What follows belongs to an exercise in optimizing a design on an open flow for small area, a short achievable clock period and few clock cycles per item; a production flow would make more cautious choices.
Only simulation tests tie the RTL to the original design; equivalence was not proved.

Setup of the baseline:
## scalar_kalman_filter
module scalar_kalman_filter #(
  parameter int unsigned FRAC_BITS = 16
) (
  input  logic        clk_i,
  input  logic        rst_ni,
  input  logic        cfg_valid_i,
  output logic        cfg_ready_o,
  input  logic [0:0]  cfg_index_i,
  input  logic [31:0] cfg_data_i,
  input  logic        s_axis_tvalid,
  output logic        s_axis_tready,
  input  logic [31:0] s_axis_tdata,
  input  logic        s_axis_tuser,
  output logic        m_axis_tvalid,
  input  logic        m_axis_tready,
  output logic [31:0] m_axis_tdata
);
  localparam logic [32:0] RsRst = {1'b0, skf_pkg::MeasurementNoiseRst} + 33'h0_FFFF_FFFF;
  logic        prep_q, div_q, last_q, s2_q, hor;
  logic        prep_d, div_d, last_d;
  logic [2:0]  cnt_q;
  logic        tready_q, out_valid_q, primed_q, pone_q, pass_q, rz_q, force_q;
  logic [31:0] q_q;
  logic [32:0] rs_q;
  logic [32:0] zd_q;
  logic [31:0] pp_q;
  logic [32:0] den_q;
  logic [33:0] rem_q;
  logic        bh_q;
  logic [47:0] accp_q, accx_q;
  logic        stall, take, bhi, blo, s1, s2, sat;
  logic [31:0] p_cur, x_cur, pp_now;
  logic [33:0] ca, cb, cc, cand_sub, cand_add, rem1;
  logic        cci1, cci2;
  logic [47:0] xa, xb, xc, xs, pa, pb, pc, ps;
  logic        xcin, pcin1, pcin2;
  assign cfg_ready_o   = 1'b1;
  assign s_axis_tready = tready_q;
  assign m_axis_tvalid = out_valid_q;
  assign m_axis_tdata  = accx_q[47:16];
  assign stall = out_valid_q && !m_axis_tready;
  assign take  = tready_q && s_axis_tvalid;
  assign p_cur = pone_q ? 32'h0001_0000 : accp_q[47:16];
  assign x_cur = accx_q[47:16];
  assign hor   = (div_q && (cnt_q != 3'd0)) || last_q;
  assign s1 = !rem_q[33];
  skf_csadd #(.W(34)) u_step1 (
    .a_i({rem_q[32:0], 1'b0}), .b_i({1'b0, den_q} ^ {34{s1}}), .c_i(34'd0),
    .ci1_i(1'b0), .ci2_i(s1), .s_o(rem1)
  );
  assign s2 = !rem1[33];
  always_comb begin
    if (prep_q) begin
      ca   = {2'b11, p_cur};
      cb   = {2'b00, q_q};
      cc   = {1'b0, rs_q};
      cci1 = 1'b0;
      cci2 = 1'b1;
    end else begin
      ca   = {rem_q[31:0], 2'b00};
      cb   = {den_q, 1'b0} ^ {34{s1}};
      cc   = ~{1'b0, den_q};
      cci1 = s1;
      cci2 = 1'b1;
    end
  end
  skf_csadd #(.W(34)) u_sub (
  ...
For scale: about 3,500 cells after synthesis, roughly 310 flip-flops, about 29,000 um2 of cells after synthesis.
clock: 11.0 ns
lec_check: 0
abc_area: 1
cap_margin: 20
core_margin: 2
core_utilization: 40
setup_slack_margin: 5
slew_margin: 20
run.sh (not shown) runs the stock make flow with config.mk's settings and CLKGATE_MAP_FILE= SYNTH_SCRIPT=/design/flow/synth_recipe.tcl, a recipe that flattens the netlist after the stock synthesis.
The baseline completed end to end with timing, DRC and antenna clean.
Testbench counts of the baseline, summed over its fixed seeds: cycles 16,016, items 1,600.
Here is what was changed in the inputs of the candidate compared with the baseline.
==> flow/flow/run.sh (new file) <==
#!/bin/bash
set -euo pipefail
bash standard.sh SETUP_SLACK_MARGIN=7.5 finish > standard.log 2>&1
==> flow/standard.sh (new file) <==
#!/bin/bash
# synth_recipe.tcl (not shown) runs the flow's synth.tcl, then flattens the netlist and writes it again
# the make line also repeats each setting of config.mk as NAME=value (left out here)
make -C /OpenROAD-flow-scripts/flow DESIGN_CONFIG=/design/flow/config.mk WORK_HOME=/design/flow/orfs CLKGATE_MAP_FILE= SYNTH_SCRIPT=/design/flow/synth_recipe.tcl "${@:-finish}"
diff --git a/flow/config.mk b/flow/config.mk
--- a/flow/config.mk
+++ b/flow/config.mk
@@ -7,3 +7,2 @@
 export LEC_CHECK = 0
-export ABC_AREA = 1
 export CAP_MARGIN = 20
removed: flow/run.sh
Findings:
Cmp the candidate and the baseline / worst setup slack / higher: the candidate
The candidate — aggregate global-route resource usage 4.3 points higher, the baseline as reference
The run showing the greater clock-buffer cell count is the baseline.
Row count: lower on the candidate
Compared with the baseline, in the candidate portion of netlist area occupied by mux cells went up; delay of the slowest critical-path stage went down.

re-timing with driven ports:
The results above use ideal ports. As a check the final layouts listed here were re-extracted and re-timed, cells and wires unchanged. Step 1 (the two cells are an assumption about what drives the block):
set clk [get_ports {clk_i}]
set_driving_cell -lib_cell sky130_fd_sc_hd__clkbuf_16 $clk
set_driving_cell -lib_cell sky130_fd_sc_hd__buf_2 [delete_from_list [all_inputs] $clk]
Step 2 times the ports against the registers' clock, not the clock port: input delays grow and output delays shrink by t, the midpoint of the rising clock arrivals with the driver on. a / b / c = ideal / step 1 / step 2; a / b = the first two.
run	t, ns	setup WS [ns]	worst setup path at the end	slew at the worst register clock pin (ns)	worst data-port slew with drivers (ns)
the baseline	0.653	5.326 / 5.326 / 5.326	register to register	0.07 / 0.07	0.04
the candidate	0.635	6.067 / 6.067 / 6.067	register to register	0.07 / 0.07	0.07
After both steps setup and hold are still met in every run listed.
